From an optimization exercise on the open Yosys and OpenROAD flow, aimed at small area, a short achievable clock period and few clock cycles; shortcuts taken in it are not production practice. Where RTL was checked, it was by simulation tests only, not by an equivalence proof against the original.

Setup of the baseline:
## aes_inv_key_sched
module aes_inv_key_sched (
    input  logic         clk,
    input  logic         rst_n,
    input  logic         clear,
    input  logic [127:0] key_in,
    input  logic         key_valid,
    output logic         key_ready,
    output logic [127:0] rk_out,
    output logic [3:0]   rk_round,
    output logic         rk_valid,
    input  logic         rk_ready,
    output logic         rk_last,
    output logic         busy
);
export LEC_CHECK = 0
export CAP_MARGIN = 20
export CORE_MARGIN = 2
export CORE_UTILIZATION = 40
export SLEW_MARGIN = 20
create_clock -name core_clock -period 25.0 [get_ports {clk}]
standard.sh (not shown) runs the stock make flow with config.mk's settings and CLKGATE_MAP_FILE= SYNTH_SCRIPT=/design/flow/synth_recipe.tcl, a recipe that flattens the netlist after the stock synthesis.
==> flow/flow/run.sh <==
#!/bin/bash
# The standard layout (standard.sh), with these changes:
#  - synthesis maps logic with an area-oriented ABC script (flow/area.abc)
#    instead of ORFS's speed script; everything else in synthesis is as in
#    synth_recipe.tcl (same register mapping, flattening and renaming);
#  - the port buffers are buf_2 cells;
#  - repair_timing works to a setup margin of MARGIN ns (the SDC and its
#    clock period are unchanged).
set -euo pipefail
D=$(pwd)
MARGIN=$(cat flow/margin.txt)
{ cat flow/my_abc.tcl; cat synth_recipe.tcl; } > my_synth.tcl
sed 's#/synth_recipe.tcl#/my_synth.tcl#' standard.sh > my_standard.sh
export MY_ABC_SCRIPT=$D/flow/area.abc
export BUFFER_PORTS_ARGS="-buffer_cell sky130_fd_sc_hd__buf_2"
export SETUP_SLACK_MARGIN=$MARGIN
bash my_standard.sh > standard.log 2>&1
==> flow/flow/area.abc <==
strash
&get -n
&st
&dch -f
&nf -a -R 1000
&put
topo
stime -c
buffer -c
upsize -c
dnsize -c
==> flow/flow/margin.txt <==
0
==> flow/flow/my_abc.tcl <==
proc abc {args} {
  set i [lsearch -exact $args -script]
  if {$i >= 0 && [info exists ::env(MY_ABC_SCRIPT)]} { lset args [expr {$i+1}] $::env(MY_ABC_SCRIPT) }
  set j [lsearch -exact $args -D]
  if {$j >= 0 && [info exists ::env(MY_ABC_NO_D)]} { set args [lreplace $args $j [expr {$j+1}]] }
  yosys abc {*}$args
}
Edits applied to the flow inputs when going from the baseline to the candidate:
==> flow/flow/margin.txt <==
18.5
Results
Diff the baseline -> the candidate: number of ordinary and repair buffers in the finished layout grew by 1.1%, wire length of the first global-routing pass grew by 1.5%.
Taking the baseline as the reference, in the candidate number of standard-cell rows in the floorplan shows no meaningful change, compound-cell area share of the yosys netlist comparable, post-synthesis to final-layout area growth went up by 2.9 points, shortest clock period the worst path allows after layout decreased by 0.75 ns relative to the old numbers.
Compared the candidate vs the baseline, and relative max-transition margin is up in the candidate.
Function was not checked in any run of this note: the RTL went through the layout flow alone.

---

## onyx
aes_inv_key_sched, a different RTL version from the one above (not shown whole).
For scale: ~11,000 sq um of cells after synthesis.
Settings: LEC_CHECK=0, CAP_MARGIN=20, CORE_MARGIN=2, CORE_UTILIZATION=40, CTS_BUF_LIST=sky130_fd_sc_hd__clkbuf_8, SLEW_MARGIN=20; clock period 25.0 ns.
==> flow/flow/run.sh <==
#!/bin/bash
# The standard layout (standard.sh), with these changes:
#  - synthesis maps logic with an area-oriented ABC script (flow/area.abc)
#    instead of ORFS's speed script; everything else in synthesis is as in
#    synth_recipe.tcl (same register mapping, flattening and renaming);
#  - the port buffers are buf_1 cells (repair_timing upsizes those on critical paths);
#  - repair_timing works to a setup margin of MARGIN ns (the SDC and its
#    clock period are unchanged).
set -euo pipefail
D=$(pwd)
MARGIN=$(cat flow/margin.txt)
{ cat flow/my_abc.tcl; cat synth_recipe.tcl; } > my_synth.tcl
sed 's#/synth_recipe.tcl#/my_synth.tcl#' standard.sh > my_standard.sh
export MY_ABC_SCRIPT=$D/flow/area.abc
export BUFFER_PORTS_ARGS="-buffer_cell sky130_fd_sc_hd__buf_1"
export SETUP_SLACK_MARGIN=$MARGIN
bash my_standard.sh > standard.log 2>&1
==> flow/flow/area.abc <==
strash
&get -n
&st
&dch -f
&nf -a -R 1000
&put
==> flow/flow/margin.txt <==
18.2
Scripts as last shown in full above: flow/flow/my_abc.tcl
Input-level comparison between tundra and onyx:
==> flow/flow/margin.txt <==
18.5
Results
Hold slack: tundra vs onyx, no meaningful difference. Higher sequential share of layout area was reported by onyx, not tundra. Compared with onyx, in tundra clock-pin slew of the registers on the worst-case setup and hold paths neither gained nor lost much; post-layout minimum cycle time lost 110 ps. tundra vs. onyx: utilization of the core after routing now larger; overall fraction of global-route tracks in use comparable; area added between synthesis and finish now larger. tundra -> onyx: mean instance size in the synthesized netlist delta 0, exact match.
No functional check of the RTL was part of any run of this note.

---

aes_inv_key_sched, a different RTL version from the one above (not shown whole).
Size: ~1500 cells after synthesis, about 270 I/O pins, about 11000 um^2 of cells after synthesis.
==> flow/config.mk <==
export PLATFORM = sky130hd
export DESIGN_NAME = aes_inv_key_sched
export DESIGN_NICKNAME = aes_inv_key_sched
export VERILOG_FILES = /design/flow/design.v
export SDC_FILE = /design/flow/constraint.sdc
export NUM_CORES = 4
export LEC_CHECK = 0
export CAP_MARGIN = 20
export CORE_MARGIN = 2
export CORE_UTILIZATION = 40
export CTS_BUF_LIST = sky130_fd_sc_hd__clkbuf_8
export CTS_CLUSTER_SIZE = 12
export SLEW_MARGIN = 20
==> flow/constraint.sdc <==
create_clock -name core_clock -period 25.0 [get_ports {clk}]
set_input_delay 5.0000 -clock core_clock [delete_from_list [all_inputs] [get_ports {clk}]]
set_output_delay 5.0000 -clock core_clock [all_outputs]
set_load 0.01 [all_outputs]
==> flow/flow/margin.txt <==
18.5
Scripts as last shown in full above: flow/flow/run.sh, flow/flow/area.abc, flow/flow/my_abc.tcl
Testbench counts at the start, summed over its fixed seeds: cycles 7,040.
Then changed:
--- a/flow/flow/run.sh
+++ b/flow/flow/run.sh
@@ -5,4 +5,6 @@
 #    synth_recipe.tcl (same register mapping, flattening and renaming);
 #  - the port buffers are buf_1 cells (repair_timing upsizes those on critical paths);
+#  - before the placement-stage repair_design, a fanout limit of 16 is set
+#    (flow/pre_resize.tcl) so that high-fanout nets get buffer trees;
 #  - repair_timing works to a setup margin of MARGIN ns (the SDC and its
 #    clock period are unchanged).
@@ -15,3 +17,4 @@
 export BUFFER_PORTS_ARGS="-buffer_cell sky130_fd_sc_hd__buf_1"
 export SETUP_SLACK_MARGIN=$MARGIN
+export PRE_RESIZE_TCL=$D/flow/pre_resize.tcl
 bash my_standard.sh > standard.log 2>&1
==> flow/flow/pre_resize.tcl (new file) <==
set_max_fanout 16 [current_design]
- CTS_CLUSTER_SIZE: 12 -> unset
Outcome: The new run went through all stages and came out clean; core utilization rose by 3.4 points; wire length rose by about 4%; global-route usage rose by 0.96 points; worst setup slack is worse by 0.16 ns; via count rose by about 2.3%; synthesized cell count does not change.
Then changed:
--- a/flow/flow/run.sh
+++ b/flow/flow/run.sh
@@ -5,6 +5,4 @@
 #    synth_recipe.tcl (same register mapping, flattening and renaming);
 #  - the port buffers are buf_1 cells (repair_timing upsizes those on critical paths);
-#  - before the placement-stage repair_design, a fanout limit of 16 is set
-#    (flow/pre_resize.tcl) so that high-fanout nets get buffer trees;
 #  - repair_timing works to a setup margin of MARGIN ns (the SDC and its
 #    clock period are unchanged).
@@ -17,4 +15,3 @@
 export BUFFER_PORTS_ARGS="-buffer_cell sky130_fd_sc_hd__buf_1"
 export SETUP_SLACK_MARGIN=$MARGIN
-export PRE_RESIZE_TCL=$D/flow/pre_resize.tcl
 bash my_standard.sh > standard.log 2>&1
==> flow/flow/area.abc (replaced) <==
strash
&get -n
&st
&dch -f
&nf -a -R 1000
&put
topo
stime -c
buffer -c
upsize -c
dnsize -c
==> flow/flow/margin.txt (replaced) <==
18.7
- CTS_BUF_LIST: sky130_fd_sc_hd__clkbuf_8 -> unset
removed: flow/flow/pre_resize.tcl
Final cell count goes down by 1.7%.
Cell area decreases by 1.0%.
Global-route usage is lower by 1.5 points.
Then changed:
==> flow/flow/area.abc (replaced) <==
strash
&get -n
&st
&dch -f
&nf -a -R 1000
&put
==> flow/flow/margin.txt (replaced) <==
18.5
- CTS_BUF_LIST: unset -> sky130_fd_sc_hd__clkbuf_8 sky130_fd_sc_hd__clkbuf_16
Result: The changed run produced a clean layout. Cell count fell by 0.68%. Die area goes down by 6.4%. Via count went down by 1.7%. Fmax fell by 0.94%. Routed wire length came out lower by 4.7%. Non-clock buffer count went up by 1. Clock-buffer cell count drops by 4.
Then changed:
- CTS_BUF_LIST: sky130_fd_sc_hd__clkbuf_8 sky130_fd_sc_hd__clkbuf_16 -> sky130_fd_sc_hd__clkbuf_8
=> Global-route usage hardly moves; final cell count stays flat; die area does not change; cell area falls by 1.6%; wire length falls by 0.39%; core utilization falls by 0.81 points; setup slack improved by 0.024 ns; clock-buffer cell count is unchanged; non-clock buffer count falls by 3.

---

aes_inv_key_sched, a different RTL version from the one above (not shown whole).
For scale: roughly 140 flip-flops, ~270 I/O pins, about 18000 µm² of cells after synthesis.
make LEC_CHECK=0 CAP_MARGIN=20 CORE_MARGIN=2 CORE_UTILIZATION=40 SLEW_MARGIN=20 finish   # period 25.0 ns
run.sh (not shown) runs the stock make flow with config.mk's settings and CLKGATE_MAP_FILE= SYNTH_SCRIPT=/design/flow/synth_recipe.tcl, a recipe that flattens the netlist after the stock synthesis.
Stock flow here: none of the scripts above is used.
The starting point went through all stages and came out clean.
Testbench counts at the start, summed over its fixed seeds: cycles 7,040.
==> next run, changes <==
==> flow/flow/run.sh (new file) <==
#!/bin/bash
# The standard layout (standard.sh), with two changes:
#  - synthesis maps logic with an area-oriented ABC script (flow/area.abc)
#    instead of ORFS's speed script; everything else in synthesis is as in
#    synth_recipe.tcl (same register mapping, flattening and renaming);
#  - the port buffers are buf_2 cells.
set -euo pipefail
D=$(pwd)
{ cat flow/my_abc.tcl; cat synth_recipe.tcl; } > my_synth.tcl
sed 's#/synth_recipe.tcl#/my_synth.tcl#' standard.sh > my_standard.sh
export MY_ABC_SCRIPT=$D/flow/area.abc
export BUFFER_PORTS_ARGS="-buffer_cell sky130_fd_sc_hd__buf_2"
export SETUP_SLACK_MARGIN=19
bash my_standard.sh > standard.log 2>&1
==> flow/flow/area.abc (new file) <==
strash
dch
map -a
topo
stime -c
buffer -c
upsize -c
dnsize -c
==> flow/flow/my_abc.tcl (new file) <==
proc abc {args} {
  set i [lsearch -exact $args -script]
  if {$i >= 0 && [info exists ::env(MY_ABC_SCRIPT)]} { lset args [expr {$i+1}] $::env(MY_ABC_SCRIPT) }
  set j [lsearch -exact $args -D]
  if {$j >= 0 && [info exists ::env(MY_ABC_NO_D)]} { set args [lreplace $args $j [expr {$j+1}]] }
  yosys abc {*}$args
}
==> flow/standard.sh (new file) <==
#!/bin/bash
# synth_recipe.tcl (not shown) runs the flow's synth.tcl, then flattens the netlist and writes it again
# the make line also repeats each setting of config.mk as NAME=value (left out here)
make -C /OpenROAD-flow-scripts/flow DESIGN_CONFIG=/design/flow/config.mk WORK_HOME=/design/flow/orfs CLKGATE_MAP_FILE= SYNTH_SCRIPT=/design/flow/synth_recipe.tcl "${@:-finish}"
removed: flow/run.sh
Outcome:
- global-route usage drops by 3.2 points
- wire length drops by 31%
- die area drops by 27%

---

Setup of run 3:
Another version of the RTL of aes_inv_key_sched (not shown whole).
Size in the first run: about 1,500 cells after synthesis, roughly 150 flip-flops, roughly 270 I/O pins, roughly 12,000 sq um of cells after synthesis.
clock: 25.0 ns
lec_check: 0
cap_margin: 20
core_margin: 2
core_utilization: 40
cts_buf_list: sky130_fd_sc_hd__clkbuf_4 sky130_fd_sc_hd__clkbuf_8
slew_margin: 20
standard.sh (not shown) runs the stock make flow with config.mk's settings and CLKGATE_MAP_FILE= SYNTH_SCRIPT=/design/flow/synth_recipe.tcl, a recipe that flattens the netlist after the stock synthesis.
==> flow/flow/run.sh <==
#!/bin/bash
# The standard layout (standard.sh), with these changes:
#  - synthesis maps logic with an area-oriented ABC script (flow/area.abc)
#    instead of ORFS's speed script; everything else in synthesis is as in
#    synth_recipe.tcl (same register mapping, flattening and renaming);
#  - the port buffers are buf_1 cells (repair_timing upsizes those on critical paths);
#  - repair_timing works to a setup margin of MARGIN ns (the SDC and its
#    clock period are unchanged).
set -euo pipefail
D=$(pwd)
MARGIN=$(cat flow/margin.txt)
{ cat flow/my_abc.tcl; cat synth_recipe.tcl; } > my_synth.tcl
sed 's#/synth_recipe.tcl#/my_synth.tcl#' standard.sh > my_standard.sh
export MY_ABC_SCRIPT=$D/flow/area.abc
export BUFFER_PORTS_ARGS="-buffer_cell sky130_fd_sc_hd__buf_1"
export SETUP_SLACK_MARGIN=$MARGIN
bash my_standard.sh > standard.log 2>&1
==> flow/flow/area.abc <==
strash
&get -n
&st
&dch -f
&nf -a -R 1000
&put
topo
stime -c
buffer -c
upsize -c
dnsize -c
==> flow/flow/margin.txt <==
18.5
==> flow/flow/my_abc.tcl <==
proc abc {args} {
  set i [lsearch -exact $args -script]
  if {$i >= 0 && [info exists ::env(MY_ABC_SCRIPT)]} { lset args [expr {$i+1}] $::env(MY_ABC_SCRIPT) }
  set j [lsearch -exact $args -D]
  if {$j >= 0 && [info exists ::env(MY_ABC_NO_D)]} { set args [lreplace $args $j [expr {$j+1}]] }
  yosys abc {*}$args
}
Run 3 completed end to end with timing, DRC and antenna clean.
The inputs of run 1 differ from those of run 3 as listed below.
- CTS_BUF_LIST removed (was sky130_fd_sc_hd__clkbuf_4 sky130_fd_sc_hd__clkbuf_8)
Notes after the runs:
Run 1: clock period minus final worst setup slack 0.071 ns below run 3. Looking at maximum single-stage delay on the critical path, run 1 sits below run 3. From run 3 to run 1, instance count along the most critical hold path did not move at all.
Function was not checked in any run of this note: the RTL went through the layout flow alone.

---

nickel:
Another version of the RTL of aes_inv_key_sched (not shown whole).
Size: roughly 150 flip-flops, roughly 11000 um^2 of cells after synthesis.
clock: 25.0 ns
lec_check: 0
cap_margin: 20
core_margin: 2
core_utilization: 40
cts_buf_list: sky130_fd_sc_hd__clkbuf_8
slew_margin: 20
==> flow/flow/area.abc <==
strash
&get -n
&st
&dch -f
&nf -a -R 1000
&put
==> flow/flow/margin.txt <==
18.6
Scripts as last shown in full above: flow/flow/run.sh, flow/flow/my_abc.tcl
Testbench counts of nickel, summed over its fixed seeds: cycles 7,040.
### nickel -> maple
--- a/flow/flow/run.sh
+++ b/flow/flow/run.sh
@@ -5,4 +5,5 @@
 #    synth_recipe.tcl (same register mapping, flattening and renaming);
 #  - the port buffers are buf_1 cells (repair_timing upsizes those on critical paths);
+#  - repair_timing does not clone gates;
 #  - repair_timing works to a setup margin of MARGIN ns (the SDC and its
 #    clock period are unchanged).
@@ -15,3 +16,4 @@
 export BUFFER_PORTS_ARGS="-buffer_cell sky130_fd_sc_hd__buf_1"
 export SETUP_SLACK_MARGIN=$MARGIN
+export SKIP_GATE_CLONING=1
 bash my_standard.sh > standard.log 2>&1
==> flow/flow/margin.txt <==
18.8
--- outcome ---
Compared with nickel, maple shows via count higher by about 3%. Comparing maple against nickel, there is no change at all in post-synthesis cell type count. Critical path buffer and inverter count, maple and nickel: larger value in maple. Number of gates resized after cts was higher in the run labelled maple. Delta (maple minus nickel): routed wire length now larger, number of non-filler instances in the completed layout now larger, wire length of the first global-routing pass now smaller. Going from nickel to maple, final standard cell utilization of the core grows by 2.6 points. maple -> nickel: number of hold violations in the final report delta 0, exact match. Flip-flop and latch area essentially unchanged between maple and nickel.
Inputs modified between maple and pepper:
- TNS_END_PERCENT: unset -> 0
--- a/flow/flow/run.sh
+++ b/flow/flow/run.sh
@@ -5,5 +5,4 @@
 #    synth_recipe.tcl (same register mapping, flattening and renaming);
 #  - the port buffers are buf_1 cells (repair_timing upsizes those on critical paths);
-#  - repair_timing does not clone gates;
 #  - repair_timing works to a setup margin of MARGIN ns (the SDC and its
 #    clock period are unchanged).
@@ -16,4 +15,3 @@
 export BUFFER_PORTS_ARGS="-buffer_cell sky130_fd_sc_hd__buf_1"
 export SETUP_SLACK_MARGIN=$MARGIN
-export SKIP_GATE_CLONING=1
 bash my_standard.sh > standard.log 2>&1
==> flow/flow/margin.txt <==
18.6
==> comparison <==
Looking at the reports, pepper completed the entire flow and the layout it produced met the timing, DRC and antenna checks. pepper against maple; via count is down by a few percent. Delta (pepper minus maple): register fraction of the total cell area increased 1.3 points; global-route usage essentially unchanged. pepper: peak per-stage delay on the critical path higher than maple. pepper vs. maple: setup slack went down 0.11 ns, post-route minimum period has increased.
Changes in garnet relative to pepper:
- clearing TNS_END_PERCENT, which used to be 0
--- a/flow/flow/run.sh
+++ b/flow/flow/run.sh
@@ -4,5 +4,5 @@
 #    instead of ORFS's speed script; everything else in synthesis is as in
 #    synth_recipe.tcl (same register mapping, flattening and renaming);
-#  - the port buffers are buf_1 cells (repair_timing upsizes those on critical paths);
+#  - the port buffers are buf_2 cells;
 #  - repair_timing works to a setup margin of MARGIN ns (the SDC and its
 #    clock period are unchanged).
@@ -13,5 +13,5 @@
 sed 's#/synth_recipe.tcl#/my_synth.tcl#' standard.sh > my_standard.sh
 export MY_ABC_SCRIPT=$D/flow/area.abc
-export BUFFER_PORTS_ARGS="-buffer_cell sky130_fd_sc_hd__buf_1"
+export BUFFER_PORTS_ARGS="-buffer_cell sky130_fd_sc_hd__buf_2"
 export SETUP_SLACK_MARGIN=$MARGIN
 bash my_standard.sh > standard.log 2>&1
Notes after the runs:
Every run in the comparison, garnet and pepper, completed the flow with a clean layout. Comparing garnet with pepper, the final instance count without filler cells came out essentially unchanged. Required arrival time at the worst endpoint | garnet above pepper. Post-layout instance area (garnet vs. pepper) increases by a few percent. Compare garnet and pepper | count of inserted antenna diode cells lower: garnet. [compare] base=pepper new=garnet: flip-flop and latch count neither gained nor lost much; tightest slew margin relative to the limit dropped 1.0 points. The run with more routed wire is garnet, not pepper. NOTE: wire length of the first global-routing pass in garnet exceeds that of pepper. Global-route congestion overflow total: pepper vs garnet — no meaningful difference.

## re-timing with driven ports
Ports are ideal in the flow. The routed layouts listed here were re-timed in OpenROAD. Step 1 assumes that a clkbuf_16 drives the clock port and a buf_2 every other input. Step 2 adds t to the input delays and takes it off the output delays; t is the mean of the earliest and latest rising clock arrival at the registers after step 1. Input paths then give back, and output paths get back, about the clock's delay inside the block. Three values: ideal, step 1, step 2; two values: the first two.
| run | t (ns) | setup WS [ns] | hold WS [ns] | latest minus earliest clock arrival (ns) | worst slew at a driven data input, ns |
|---|---|---|---|---|---|
| the baseline | 0.479 | 17.846 / 17.846 / 17.846 | 0.466 / 0.466 / 0.466 | 0.015 / 0.015 | 0.05 |
| the candidate | 0.477 | 18.591 / 18.544 / 18.257 | 0.467 / 0.467 / 0.467 | 0.011 / 0.011 | 0.08 |
| onyx | 0.514 | 18.386 / 18.402 / 17.889 | 0.464 / 0.464 / 0.464 | 0.019 / 0.019 | 0.07 |
| tundra | 0.510 | 18.493 / 18.487 / 17.977 | 0.465 / 0.465 / 0.465 | 0.018 / 0.018 | 0.06 |
| the first run of note 3 | 0.504 | 18.765 / 18.788 / 18.284 | 0.461 / 0.461 / 0.461 | 0.022 / 0.022 | 0.09 |
| the second run of note 3 | 0.508 | 18.606 / 18.624 / 18.116 | 0.460 / 0.460 / 0.460 | 0.023 / 0.023 | 0.09 |
| the third run of note 3 | 0.484 | 18.800 / 18.779 / 18.334 | 0.481 / 0.481 / 0.481 | 0.011 / 0.011 | 0.09 |
| the fourth run of note 3 | 0.475 | 18.742 / 18.767 / 18.292 | 0.456 / 0.456 / 0.456 | 0.014 / 0.014 | 0.09 |
| the fifth run of note 3 | 0.504 | 18.765 / 18.788 / 18.284 | 0.461 / 0.461 / 0.461 | 0.022 / 0.022 | 0.09 |
| the first run of note 4 | 0.548 | 17.309 / 17.309 / 17.309 | 0.485 / 0.485 / 0.485 | 0.016 / 0.016 | 0.09 |
| the second run of note 4 | 0.493 | 18.902 / 18.855 / 18.553 | 0.546 / 0.546 / 0.546 | 0.015 / 0.015 | 0.08 |
| run 3 | 0.544 | 18.600 / 18.557 / 18.238 | 0.489 / 0.489 / 0.489 | 0.023 / 0.023 | 0.07 |
| run 1 | 0.495 | 18.671 / 18.624 / 18.337 | 0.485 / 0.485 / 0.485 | 0.017 / 0.017 | 0.08 |
| nickel | 0.495 | 18.708 / 18.725 / 18.230 | 0.524 / 0.524 / 0.524 | 0.017 / 0.016 | 0.05 |
| maple | 0.505 | 18.715 / 18.716 / 18.211 | 0.513 / 0.513 / 0.513 | 0.027 / 0.026 | 0.06 |
| pepper | 0.487 | 18.609 / 18.623 / 18.136 | 0.510 / 0.510 / 0.510 | 0.021 / 0.020 | 0.08 |
| garnet | 0.500 | 18.751 / 18.757 / 18.257 | 0.509 / 0.509 / 0.509 | 0.020 / 0.019 | 0.04 |
After both steps every run listed still meets setup and hold. For tundra, which loses most, drivers alone change the setup slack by -0.006 ns; drivers and shift together by -0.516 ns.
